This is an optimization exercise on Yosys and OpenROAD, whose aim is small area, a short achievable clock period and few clock cycles per item, not a production implementation. Only simulation tests tie the RTL to the original design; equivalence was not proved. Power figures rest on the tool's default switching activity, not on a simulated workload.

$ cat design/flow/run.sh
#!/bin/bash
# synth_recipe.tcl (not shown) runs the flow's synth.tcl, then flattens the netlist and writes it again
# the make line also repeats each setting of config.mk as NAME=value (left out here)
make -C /OpenROAD-flow-scripts/flow DESIGN_CONFIG=/design/flow/config.mk WORK_HOME=/design/flow/orfs CLKGATE_MAP_FILE= SYNTH_SCRIPT=/design/flow/synth_recipe.tcl finish
$ cat design/flow/config.mk
export PLATFORM = sky130hd
export DESIGN_NAME = mac_operand_scatter
export DESIGN_NICKNAME = mac_operand_scatter
export VERILOG_FILES = /design/flow/design.v
export SDC_FILE = /design/flow/constraint.sdc
export NUM_CORES = 4
export LEC_CHECK = 0
export CAP_MARGIN = 20
export CORE_MARGIN = 2
export CORE_UTILIZATION = 40
export SLEW_MARGIN = 20
$ cat design/flow/constraint.sdc
create_clock -name core_clock -period 5.0 [get_ports {clk}]
set_input_delay 1.0000 -clock core_clock [delete_from_list [all_inputs] [get_ports {clk}]]
set_output_delay 1.0000 -clock core_clock [all_outputs]
set_load 0.01 [all_outputs]
$ cat design/flow/design.v
package conv_pkg;
   localparam int DATA_W = 14;
   localparam int ACC_W  = 28;
   localparam int LANES  = 8;
   typedef logic signed [DATA_W-1:0] data_t;
   typedef enum logic [2:0] {
      S_FILL,
      S_ISSUE,
      S_DRAIN,
      S_CAPTURE,
      S_SLIDE
   } scatter_state_t;
endpackage
module weight_regfile
#(
   parameter int N_TAPS = 16,
   parameter int BEAT_W = 1
) (
   input  logic                      clk,
   input  logic                      reset,
   input  logic                      we,
   input  logic                      lock,
   input  logic [$clog2(N_TAPS)-1:0] addr,
   input  conv_pkg::data_t                     wdata,
   input  logic [BEAT_W-1:0]         rd_beat,
   output conv_pkg::data_t [conv_pkg::LANES-1:0]         rd_data
);
   localparam int ADDR_W = $clog2(N_TAPS);
   conv_pkg::data_t r_w [N_TAPS];
   logic  w_wr;
   assign w_wr = we & ~lock;
   always_ff @(posedge clk) begin
      if (reset) begin
         for (int i = 0; i < N_TAPS; i++) r_w[i] <= '0;
      end else if (w_wr) begin
         r_w[addr] <= wdata;
      end
   end
   for (genvar gi = 0; gi < conv_pkg::LANES; gi++) begin : g_rd
      logic [ADDR_W-1:0] w_idx;
      assign w_idx       = ADDR_W'(rd_beat * conv_pkg::LANES + gi);
      assign rd_data[gi] = (w_wr && addr == w_idx) ? wdata : r_w[w_idx];
   end
endmodule
module mac_operand_scatter
#(
   parameter int N_TAPS   = 16,
   parameter int TREE_LAT = 5
) (
   input  logic                      clk,
   input  logic                      reset,
   input  conv_pkg::data_t                     in_data,
   input  logic                      in_valid,
   output logic                      in_ready,
   input  logic                      flush,
   input  logic                      w_we,
   input  logic [$clog2(N_TAPS)-1:0] w_addr,
   input  conv_pkg::data_t                     w_data,
   output logic                      w_err,
   output conv_pkg::data_t [conv_pkg::LANES-1:0]         lane_a,
   output conv_pkg::data_t [conv_pkg::LANES-1:0]         lane_b,
   output logic                      mac_en,
   output logic                      mac_clear,
   output logic                      sum_capture
);
   localparam int BEATS  = N_TAPS / conv_pkg::LANES;
   localparam int BEAT_W = (BEATS > 1) ? $clog2(BEATS) : 1;
   localparam int CNT_W  = $clog2(N_TAPS);
   localparam int DRN_W  = (TREE_LAT > 1) ? $clog2(TREE_LAT) : 1;
   conv_pkg::scatter_state_t    r_state, w_state_next;
   logic [CNT_W-1:0]  r_fill_cnt;
   logic [BEAT_W-1:0] r_beat, w_beat_next;
   logic [DRN_W-1:0]  r_drain_cnt;
   conv_pkg::data_t             r_window [N_TAPS];
   conv_pkg::data_t             w_window_next [N_TAPS];
   conv_pkg::data_t [conv_pkg::LANES-1:0] w_a_sel;
   conv_pkg::data_t [conv_pkg::LANES-1:0] w_b_sel;
   logic              w_accept;
   logic              w_lock;
   assign in_ready = ~reset & (r_state == conv_pkg::S_FILL || r_state == conv_pkg::S_SLIDE);
   assign w_accept = in_valid & in_ready;
   assign w_lock   = (r_state == conv_pkg::S_ISSUE) || (r_state == conv_pkg::S_DRAIN);
   for (genvar gi = 0; gi < N_TAPS - 1; gi++) begin : g_shift
      assign w_window_next[gi] = w_accept ? r_window[gi+1] : r_window[gi];
   end
   assign w_window_next[N_TAPS-1] = w_accept ? in_data : r_window[N_TAPS-1];
   for (genvar gi = 0; gi < conv_pkg::LANES; gi++) begin : g_lane
      logic [CNT_W-1:0] w_idx;
      assign w_idx       = CNT_W'(w_beat_next * conv_pkg::LANES + gi);
      assign w_a_sel[gi] = w_window_next[w_idx];
   end
   weight_regfile #(
      .N_TAPS (N_TAPS),
      .BEAT_W (BEAT_W)
   ) u_weights (
      .clk     (clk),
      .reset   (reset),
      .we      (w_we),
      .lock    (w_lock),
      .addr    (w_addr),
      .wdata   (w_data),
      .rd_beat (w_beat_next),
      .rd_data (w_b_sel)
   );
   always_comb begin
      w_state_next = r_state;
      w_beat_next  = r_beat;
      case (r_state)
         conv_pkg::S_FILL: begin
            if (w_accept && r_fill_cnt == CNT_W'(N_TAPS - 1)) begin
               w_state_next = conv_pkg::S_ISSUE;
               w_beat_next  = '0;
            end
         end
         conv_pkg::S_ISSUE: begin
            if (r_beat == BEAT_W'(BEATS - 1)) w_state_next = conv_pkg::S_DRAIN;
            else                              w_beat_next  = r_beat + 1'b1;
         end
         conv_pkg::S_DRAIN: begin
            if (r_drain_cnt == DRN_W'(TREE_LAT - 1)) w_state_next = conv_pkg::S_CAPTURE;
         end
         conv_pkg::S_CAPTURE: w_state_next = conv_pkg::S_SLIDE;
         conv_pkg::S_SLIDE: begin
            if (w_accept) begin
               w_state_next = conv_pkg::S_ISSUE;
               w_beat_next  = '0;
            end
         end
         default: w_state_next = conv_pkg::S_FILL;
      endcase
      if (flush) w_state_next = conv_pkg::S_FILL;
   end
   always_ff @(posedge clk) begin
      for (int i = 0; i < N_TAPS; i++) begin
         if (reset || flush) r_window[i] <= '0;
         else                r_window[i] <= w_window_next[i];
      end
   end
   always_ff @(posedge clk) begin
      if (reset) begin
         r_state     <= conv_pkg::S_FILL;
         r_beat      <= '0;
         r_fill_cnt  <= '0;
         r_drain_cnt <= '0;
         lane_a      <= '0;
         lane_b      <= '0;
         mac_en      <= 1'b0;
         mac_clear   <= 1'b0;
         sum_capture <= 1'b0;
         w_err       <= 1'b0;
      end else begin
         r_state <= w_state_next;
         r_beat  <= w_beat_next;
         if (flush || w_state_next != conv_pkg::S_FILL) r_fill_cnt <= '0;
         else if (w_accept)                   r_fill_cnt <= r_fill_cnt + 1'b1;
         if (r_state == conv_pkg::S_DRAIN && w_state_next == conv_pkg::S_DRAIN) r_drain_cnt <= r_drain_cnt + 1'b1;
         else                                               r_drain_cnt <= '0;
         if (w_state_next == conv_pkg::S_ISSUE) begin
            lane_a <= w_a_sel;
            lane_b <= w_b_sel;
         end
         mac_en      <= (w_state_next == conv_pkg::S_ISSUE);
         mac_clear   <= (w_state_next == conv_pkg::S_ISSUE) && (r_state != conv_pkg::S_ISSUE);
         sum_capture <= (w_state_next == conv_pkg::S_CAPTURE);
         w_err       <= w_we & w_lock;
      end
   end
endmodule
==> impl_metrics.env, run 1 <==
export IMPL_dieArea_mm2=0.0759
export IMPL_cts_tree="yes"
export IMPL_rsz0062_at_grt="no"
export IMPL_clk_pin_slew_ps=50
export IMPL_path_delay_family="buffers and inverters"
export IMPL_power_density_mw_per_mm2=342
export IMPL_final_util=0.485
export IMPL_synth_compound_area_share=0.143
export IMPL_synth_edf_count=224
export IMPL_synth_adder_area_share=0.00127
export IMPL_finalCritPeriodShare=0.718
export IMPL_synth_area_mm2=0.0295
export IMPL_gr_total_overflow=0
export IMPL_fmax_ghz=0.279
export IMPL_nets=3521
export IMPL_post_cts_buffers=0
export IMPL_ys_ff_latch=687
export IMPL_finClkSkew_ps=33.3
export IMPL_clockRootBuffer="clkbuf_16"
export IMPL_setup_tns_ps=0
export IMPL_setup_viol=0
export IMPL_yosys_warnings=4
export IMPL_status="no timing/DRC/antenna violations"
export IMPL_routedWlPerCell_um=21.3
export IMPL_final_hold_violation_count=0
export IMPL_synth_commonest_cells="nand2_1, dfxtp_1, clkbuf_1"
export IMPL_path_buf_inv=2
export IMPL_p_clk_frac=0.472
export IMPL_clkSinkCount=687
export IMPL_cpMostUsedCell="clkdlybuf4s50_1"
export IMPL_max_vdd_ir_drop_uv=234
export IMPL_finalWirelength_um=95800
export IMPL_ys_seq_area_frac=0.543
export IMPL_grt_max_degree=228
export IMPL_p_sw_mw=2.82
export IMPL_start_kind="input pin"
export IMPL_drt_vias_per_instance=5.63
export IMPL_max_stage_delay_ps=680
export IMPL_power_mw=12.1
export IMPL_tightest_slew_ps=1180
export IMPL_crit_chain="clkdlybuf4s50_1, nor3_1, clkdlybuf4s50_1"
export IMPL_grt_util_met2=0.393
export IMPL_synth_top_family_by_area="simple AND/OR/NAND/NOR gates"
export IMPL_num_vias=25400
export IMPL_die_h_um=275
export IMPL_swShare=0.233
export IMPL_maxSlewHeadroom=0.214
export IMPL_muxShareOfSynthArea=0
export IMPL_slowest_stage="clkdlybuf4s50_1"
export IMPL_ctsHoldBuffers=0
export IMPL_area_delta_synth_final_pct=20.1
export IMPL_synthFlopType="dfxtp_1"
export IMPL_grt_pass1_vias=23400
export IMPL_grt_use_met1=0.333
export IMPL_intPower_mw=9.30
export IMPL_grt_pass1_wl_um=144000
export IMPL_leakagePower_nw=12.1
export IMPL_antenna_found_initial=5
export IMPL_gr_usage_all_layers=0.245
export IMPL_cts_made_buffers=77
export IMPL_synth_avg_cell_area_um2=8.69
export IMPL_row_count=99
export IMPL_fin_crit_ps=3590
export IMPL_drv_max_cap_violation_count=0
export IMPL_clockBufferDepth=3
export IMPL_route_detailed_drc=0
export IMPL_drt_pre_antenna_iters=6
export IMPL_crit_path_max_fanout=10
export IMPL_ant_nets=0
export IMPL_fillerInstances=6957
export IMPL_drv_slew=0
export IMPL_port_buffers=265
export IMPL_synthSimpleGateAreaFrac=0.266
export IMPL_synthArstFlopShare=0
export IMPL_drt_iter0_markers=2816
export IMPL_initial_utilization=0.404
export IMPL_synth_cell_type_count=45
export IMPL_hold_path_class="flip-flop to flip-flop"
export IMPL_h_tree_depth=3
export IMPL_ctsResizeCount=0
export IMPL_io_pins=266
export IMPL_worstPathArrival_ps=2590
export IMPL_synthCells=3392
export IMPL_hpwl_um=56200
export IMPL_yosysMostFrequentCell="nand2_1"
export IMPL_p_seq_frac=0.483
export IMPL_pre_cts_slack_ps=893
export IMPL_grt_busiest_layer="met2"
export IMPL_synth_top_area_cell="dfxtp_1"
export IMPL_die_x_um=275
export IMPL_gp_congestion=0.771
export IMPL_endpoint_kind="output port"
export IMPL_synth_top_area_frac=0.314
export IMPL_gr_usage_met3=0.0416
export IMPL_synth_fp_nets=3432
export IMPL_setup_ws_ps=1410
export IMPL_synthTopCellsByArea="dfxtp_1, edfxtp_1, nand2_1, a32o_1, nand3_1"
export IMPL_synthXorXnorAreaFrac=0.00149
export IMPL_critPathRequiredTime_ps=4000
export IMPL_drive_gt1_frac=0.0601
export IMPL_crit_type="input pin to output port"
export IMPL_clk_insertion_delay_late_ps=630
export IMPL_core_area_mm2=0.0730
export IMPL_combPwrFrac=0.046
## placed cells by master (no fill, tap or decap), types with 112 or more instances in the layout
| master | n |
|---|---|
| a32o_1 | 224 |
| nand2_1 | 911 |
| clkdlybuf4s50_1 | 265 |
| nand3_1 | 281 |
| dfxtp_1 | 463 |
| and2_1 | 169 |
| edfxtp_1 | 224 |
| a21oi_1 | 228 |
| o22ai_1 | 112 |
| nor2_1 | 264 |
## cells by family (layout without fill, tap and decap cells)
kind of cell	after synthesis	in the layout
AND/OR/NAND/NOR	1774	1774
flip-flops	687	687
AO/OA/AOI/OAI	586	586
buffers and inverters	337	487
XOR/XNOR	5	5
adder cells (fa/ha/maj)	3	3
other	0	1
## worst register-to-register path, delay by kind of cell, from the launching register on
kind          cells  cell delay [ps]
flops             1              580
simple gates      4             2260
xor+xnor          1              190
## area by class of cell
type,instances,area (um^2),share of cell area
diodes,1,2.50,0.0000707
clock buffers,112,2240,0.0633
clock inverters,28,305,0.00862
inverters,5,18.8,0.000530
multi-input cells,2368,12200,0.345
flip-flops and latches,687,16000,0.452
well taps,959,1200,0.0339
repair buffers,342,3420,0.0965
## stage by stage
stage	hold slack, ps	cells	cell area, um^2
after floorplan	417	3392	29500
after global placement	431	4361	32900
after detailed placement	436	4361	32900
after CTS	447	4501	35400
after global routing	476	4501	35400
final	448	4502	35400
## per-layer routing
metal	share of wire	wire, um
met1	0.43	41300
met2	0.47	44800
met3	0.064	6130
met4	0.036	3480
met5	0.00055	53
## final timing paths
kind         depth (start not counted)      startpoint  slack (ps)              endpoint
max                                  3           reset        1410              in_ready
min                                  1  r_drain_cnt[0]         450        r_drain_cnt[0]
max reg2reg                          5      r_state[1]        1840  u_weights.r_w[4][13]
min reg2reg                          1  r_drain_cnt[0]         450        r_drain_cnt[0]
## power by group through the flow
stage / clock network (mW) / logic [mW] / registers (mW)
finish: 5.72 / 0.553 / 5.85
global route: 6.03 / 0.593 / 5.85
CTS: 5.81 / 0.550 / 5.85
detailed placement: 0 / 0.549 / 5.97
global placement: 0 / 0.549 / 5.97
floorplan: 0 / 0.327 / 5.96
## registers in the layout, summed over array words and instances (netlist names)
register,count
r_state,3
r_fill_cnt,4
mac_clear,1
w_err,1
mac_en,1
u_weights.r_w,224
r_window,224
lane_a,112
r_beat,1
lane_b,112
r_drain_cnt,3
sum_capture,1
Testbench counts, summed over its fixed seeds: cycles 18,552, items 2,048.
==> run 2: changes to the inputs <==
==> design/flow/design.v (replaced) <==
package conv_pkg;
   localparam int DATA_W = 14;
   localparam int ACC_W  = 28;
   localparam int LANES  = 8;
   typedef logic signed [DATA_W-1:0] data_t;
endpackage
module weight_regfile (
   input  logic                                  clk,
   input  logic                                  reset,
   input  logic                                  r_ph,
   input  logic                                  wr,
   input  logic [3:0]                            addr,
   input  conv_pkg::data_t                       wdata,
   output conv_pkg::data_t [conv_pkg::LANES-1:0] rd_data
);
   conv_pkg::data_t r_a [conv_pkg::LANES];
   conv_pkg::data_t r_b [conv_pkg::LANES];
   conv_pkg::data_t w_d;
   assign w_d = reset ? '0 : wdata;
   for (genvar gi = 0; gi < conv_pkg::LANES; gi++) begin : g_w
      logic w_hit, w_ld_a, w_ld_b;
      assign w_hit  = wr && addr[2:0] == 3'(gi);
      assign w_ld_a = reset | (w_hit & (addr[3] != r_ph));
      assign w_ld_b = reset | (w_hit & (addr[3] == r_ph));
      always_ff @(posedge clk) begin
         r_a[gi] <= w_ld_a ? w_d : r_b[gi];
         r_b[gi] <= w_ld_b ? w_d : r_a[gi];
      end
      assign rd_data[gi] = r_a[gi];
   end
endmodule
module mac_operand_scatter
#(
   parameter int N_TAPS   = 16,
   parameter int TREE_LAT = 5
) (
   input  logic                      clk,
   input  logic                      reset,
   input  conv_pkg::data_t                     in_data,
   input  logic                      in_valid,
   output logic                      in_ready,
   input  logic                      flush,
   input  logic                      w_we,
   input  logic [$clog2(N_TAPS)-1:0] w_addr,
   input  conv_pkg::data_t                     w_data,
   output logic                      w_err,
   output conv_pkg::data_t [conv_pkg::LANES-1:0]         lane_a,
   output conv_pkg::data_t [conv_pkg::LANES-1:0]         lane_b,
   output logic                      mac_en,
   output logic                      mac_clear,
   output logic                      sum_capture
);
   localparam int L = conv_pkg::LANES;
   logic              r_ph;           
   logic [3:0]        r_cnt;          
   logic [TREE_LAT+2:0] r_pipe;       
   conv_pkg::data_t   r_a [L];
   conv_pkg::data_t   r_b [L];
   logic              w_full;
   logic              w_shift;
   logic              w_accept;
   logic              w_form;
   logic              w_wr;
   assign w_full   = (r_cnt == 4'd15);
   assign in_ready = ~w_full | r_ph;
   assign w_shift  = in_valid & in_ready;
   assign w_accept = w_shift & ~flush & ~reset;
   assign w_form   = w_accept & w_full;
   assign w_wr     = w_we & ~(r_pipe[0] & w_addr[3]);
   for (genvar gi = 0; gi < L; gi++) begin : g_win
      conv_pkg::data_t w_sa, w_sb;
      if (gi < L - 1) begin : g_mid
         assign w_sa = r_b[gi+1];
         assign w_sb = r_a[gi+1];
      end else begin : g_top
         assign w_sa = r_ph ? r_a[0] : in_data;
         assign w_sb = r_ph ? in_data : r_b[0];
      end
      always_ff @(posedge clk) begin
         r_a[gi] <= w_shift ? w_sa : r_b[gi];
         r_b[gi] <= w_shift ? w_sb : r_a[gi];
      end
      assign lane_a[gi] = r_a[gi];
   end
   weight_regfile u_weights (
      .clk     (clk),
      .reset   (reset),
      .r_ph    (r_ph),
      .wr      (w_wr),
      .addr    (w_addr),
      .wdata   (w_data),
      .rd_data (lane_b)
   );
   always_ff @(posedge clk) begin
      if (reset) begin
         r_ph   <= 1'b0;
         r_cnt  <= '0;
         r_pipe <= '0;
         w_err  <= 1'b0;
      end else begin
         r_ph <= ~r_ph;
         if (flush)                  r_cnt <= '0;
         else if (w_accept & ~w_full) r_cnt <= r_cnt + 1'b1;
         if (flush) r_pipe <= '0;
         else       r_pipe <= {r_pipe[TREE_LAT+1:0], w_form};
         w_err <= w_we & ~w_wr;
      end
   end
   assign mac_en      = r_pipe[0] | r_pipe[1];
   assign mac_clear   = r_pipe[0];
   assign sum_capture = r_pipe[TREE_LAT+2];
endmodule
==> impl_metrics.env, run 2 <==
export IMPL_area_delta_synth_final_pct=25.6
export IMPL_finalWirelength_um=39100
export IMPL_hold_path_class="flip-flop to flip-flop"
export IMPL_start_kind="flip-flop"
export IMPL_synthTopCellsByArea="dfxtp_1, mux2_2, mux2i_1, nand2b_1, buf_6"
export IMPL_synthSimpleGateAreaFrac=0.103
export IMPL_ys_ff_latch=462
export IMPL_synth_commonest_cells="dfxtp_1, mux2_2, nand2b_1"
export IMPL_finClkSkew_ps=20.0
export IMPL_synthXorXnorAreaFrac=0
export IMPL_post_cts_buffers=0
export IMPL_muxShareOfSynthArea=0.300
export IMPL_synth_avg_cell_area_um2=12.6
export IMPL_crit_path_max_fanout=31
export IMPL_drive_gt1_frac=0.215
export IMPL_stdcell_area_mm2=0.0213
export IMPL_final_hold_violation_count=0
export IMPL_max_stage_delay_ps=540
export IMPL_clk_pin_slew_ps=60
export IMPL_layout_common_cells="dfxtp_1, clkdlybuf4s50_1, mux2_2"
export IMPL_fillerInstances=3732
export IMPL_gr_total_overflow=0
export IMPL_routedWlPerCell_um=18.3
export IMPL_drt_vias_per_instance=4.80
export IMPL_path_buf_inv=2
export IMPL_dp_cells=2049
export IMPL_endpoint_kind="output port"
export IMPL_r2r_end="r_a[1][6]"
export IMPL_rsz0062_at_grt="no"
export IMPL_setup_tns_ps=0
export IMPL_path_delay_family="buffers and inverters"
export IMPL_initial_utilization=0.405
export IMPL_r2r_start="r_cnt[0]"
export IMPL_hold_path_end="r_pipe[5]"
export IMPL_hpwl_um=25600
export IMPL_drv_max_cap_violation_count=0
export IMPL_tightest_slew_ps=1090
export IMPL_fin_crit_ps=3150
export IMPL_antenna_found_initial=1
export IMPL_crit_chain="buf_4, nand2b_1, clkdlybuf4s50_1"
export IMPL_nets=1600
export IMPL_slowest_stage="clkdlybuf4s50_1"
export IMPL_setup_viol=0
export IMPL_drt_pre_antenna_iters=4
export IMPL_clk_insertion_delay_late_ps=570
export IMPL_clkSinkCount=462
export IMPL_drt_iter0_markers=462
export IMPL_worstPathArrival_ps=2150
export IMPL_synth_adder_area_share=0.000738
export IMPL_grt_pass1_vias=10500
export IMPL_synth_area_mm2=0.0169
export IMPL_clockRootBuffer="clkbuf_16"
export IMPL_min_path_cells=1
export IMPL_synth_fp_nets=1380
export IMPL_yosys_warnings=6
export IMPL_power_mw=10.9
export IMPL_synth_top_area_frac=0.546
export IMPL_h_tree_depth=2
export IMPL_grt_max_degree=169
export IMPL_cts_made_buffers=50
export IMPL_r2r_slack_ps=2320
export IMPL_grt_pass1_wl_um=60600
export IMPL_cts_tree="yes"
export IMPL_die_h_um=210
export IMPL_place_area_mm2=0.0197
export IMPL_synthFlopType="dfxtp_1"
export IMPL_ctsResizeCount=0
export IMPL_yosysMostFrequentCell="dfxtp_1"
export IMPL_num_vias=10300
export IMPL_crit_type="flip-flop to output port"
export IMPL_io_pins=266
export IMPL_max_vdd_ir_drop_uv=399
export IMPL_port_buffers=265
export IMPL_clockBufferDepth=3
export IMPL_power_density_mw_per_mm2=514
export IMPL_synthCells=1342
export IMPL_maxSlewHeadroom=0.274
export IMPL_fmax_ghz=0.318
export IMPL_synth_edf_count=0
export IMPL_route_detailed_drc=0
export IMPL_synth_cell_type_count=35
export IMPL_final_common_cell="dfxtp_1"
export IMPL_finalCritPeriodShare=0.629
export IMPL_synth_top_family_by_area="multiplexers"
export IMPL_ant_nets=0
export IMPL_gr_usage_all_layers=0.176
export IMPL_timing_hold_ws_ps=429
export IMPL_die_x_um=210
export IMPL_synthArstFlopShare=0
export IMPL_leakagePower_nw=9.17
export IMPL_r2r_cells=5
export IMPL_dieArea_mm2=0.0440
export IMPL_status="no timing/DRC/antenna violations"
export IMPL_ctsHoldBuffers=0
export IMPL_ys_seq_area_frac=0.546
export IMPL_row_count=75
export IMPL_final_cells=2136
export IMPL_hp_start="r_pipe[4]"
export IMPL_drv_slew=0
export IMPL_gp_congestion=0.713
export IMPL_critPathRequiredTime_ps=4000
export IMPL_synth_compound_area_share=0.0129
export IMPL_synth_top_area_cell="dfxtp_1"
export IMPL_core_area_mm2=0.0419
-- run 2: cell types whose count changed after synthesis, moves of 112 or more --
cell / change
a32o_1: -224
edfxtp_1: -224
o22ai_1: -112
clkbuf_1: -240
a21oi_1: -225
and2_1: -161
mux2_2: +243
nand2b_1: +234
nor2_1: -263
nand3_1: -278
nand2_1: -911
mux2i_1: +224
-- run 2: through the flow --
step / util / worst slack, ps
after global routing: 0.508 / 1730
after detailed placement: 0.471 / 1450
final: 0.509 / 1850
after global placement: 0.471 / 1510
after floorplan: - / 2910
after CTS: 0.508 / 1760
-- run 2: cell families (layout without fill, tap and decap cells) --
family	count (synthesis)	after routing
adder cells (fa/ha/maj)	1	1
other	0	1
AO/OA/AOI/OAI	26	26
buffers and inverters	104	358
AND/OR/NAND/NOR	273	273
multiplexers	476	476
flip-flops	462	462
-- run 2: worst reg2reg max path, stage by stage (launching register included) --
cell     delay [ps]
dfxtp_1         380
ha_1            230
nand3_1         180
o21ai_4         520
buf_12          570
mux2_2          690
-- run 2: per-layer routing --
layer	vias up	wire length, um	GRT usage
li1	5004	-	-
met3	54	2560	0.0545
met2	195	18000	0.288
met5	-	0	0
met1	5008	17800	0.222
met4	0	705	0.0511
-- run 2: worst max path at each step --
| stage | startpoint | endpoint | slack, ps | cells after the start |
|---|---|---|---|---|
| finish | r_ph | in_ready | 1850 | 3 |
| global route | r_ph | in_ready | 1730 | 3 |
| CTS | r_ph | in_ready | 1760 | 3 |
| detailed placement | w_addr[3] | u_weights.r_a[0][11] | 1450 | 4 |
| global placement | w_addr[3] | u_weights.r_a[0][8] | 1510 | 4 |
| floorplan | reset | u_weights.r_b[4][0] | 2910 | 6 |
-- run 2: final cells by class --
class | count | area, um^2 | area share
Antenna cell | 1 | 2.50 | 0.000118
Clock buffer | 80 | 1490 | 0.0698
Clock inverter | 6 | 61.3 | 0.00288
Inverter | 1 | 3.75 | 0.000176
Multi-Input combinational cell | 776 | 7100 | 0.334
Sequential cell | 462 | 9250 | 0.435
Tap cell | 539 | 674 | 0.0317
Timing Repair Buffer | 271 | 2710 | 0.127
-- run 2: power breakdown --
group	internal [mW]	switching [mW]
Combinational	1.47	0.825
Sequential	4.60	0.552
Clock	2.07	1.42
Testbench counts of run 2, summed over its fixed seeds: cycles 4,272, items 2,048.

separate check: timing with driven ports:
The flow's constraints put no driver on any port. The routed layouts listed below were extracted and timed again, unchanged, in two steps. Step 1: set_driving_cell puts a clkbuf_16 on clk and a buf_2 on each other input, an assumption about the parent block. Step 2 moves the port delays by t, midway between the first and last clock arrival at a register: inputs arrive t later, outputs are due t later. That takes back most of the time a late clock gives input paths. Slacks: ideal / step 1 / step 2; pairs: ideal / step 1.
| run | t, ns | setup WS [ns] | worst setup path at the end | pins driven straight from the clock port |
|---|---|---|---|---|
| run 1 | 0.684 | 1.410 / 1.349 / 0.803 | input to register | 1 |
| run 2 | 0.612 | 1.855 / 1.803 / 1.461 | input to register | 1 |
After both steps setup and hold are still met in every run listed. The setup slack of run 1, which loses most, moves by -0.061 ns with the drivers and by -0.607 ns with both steps.
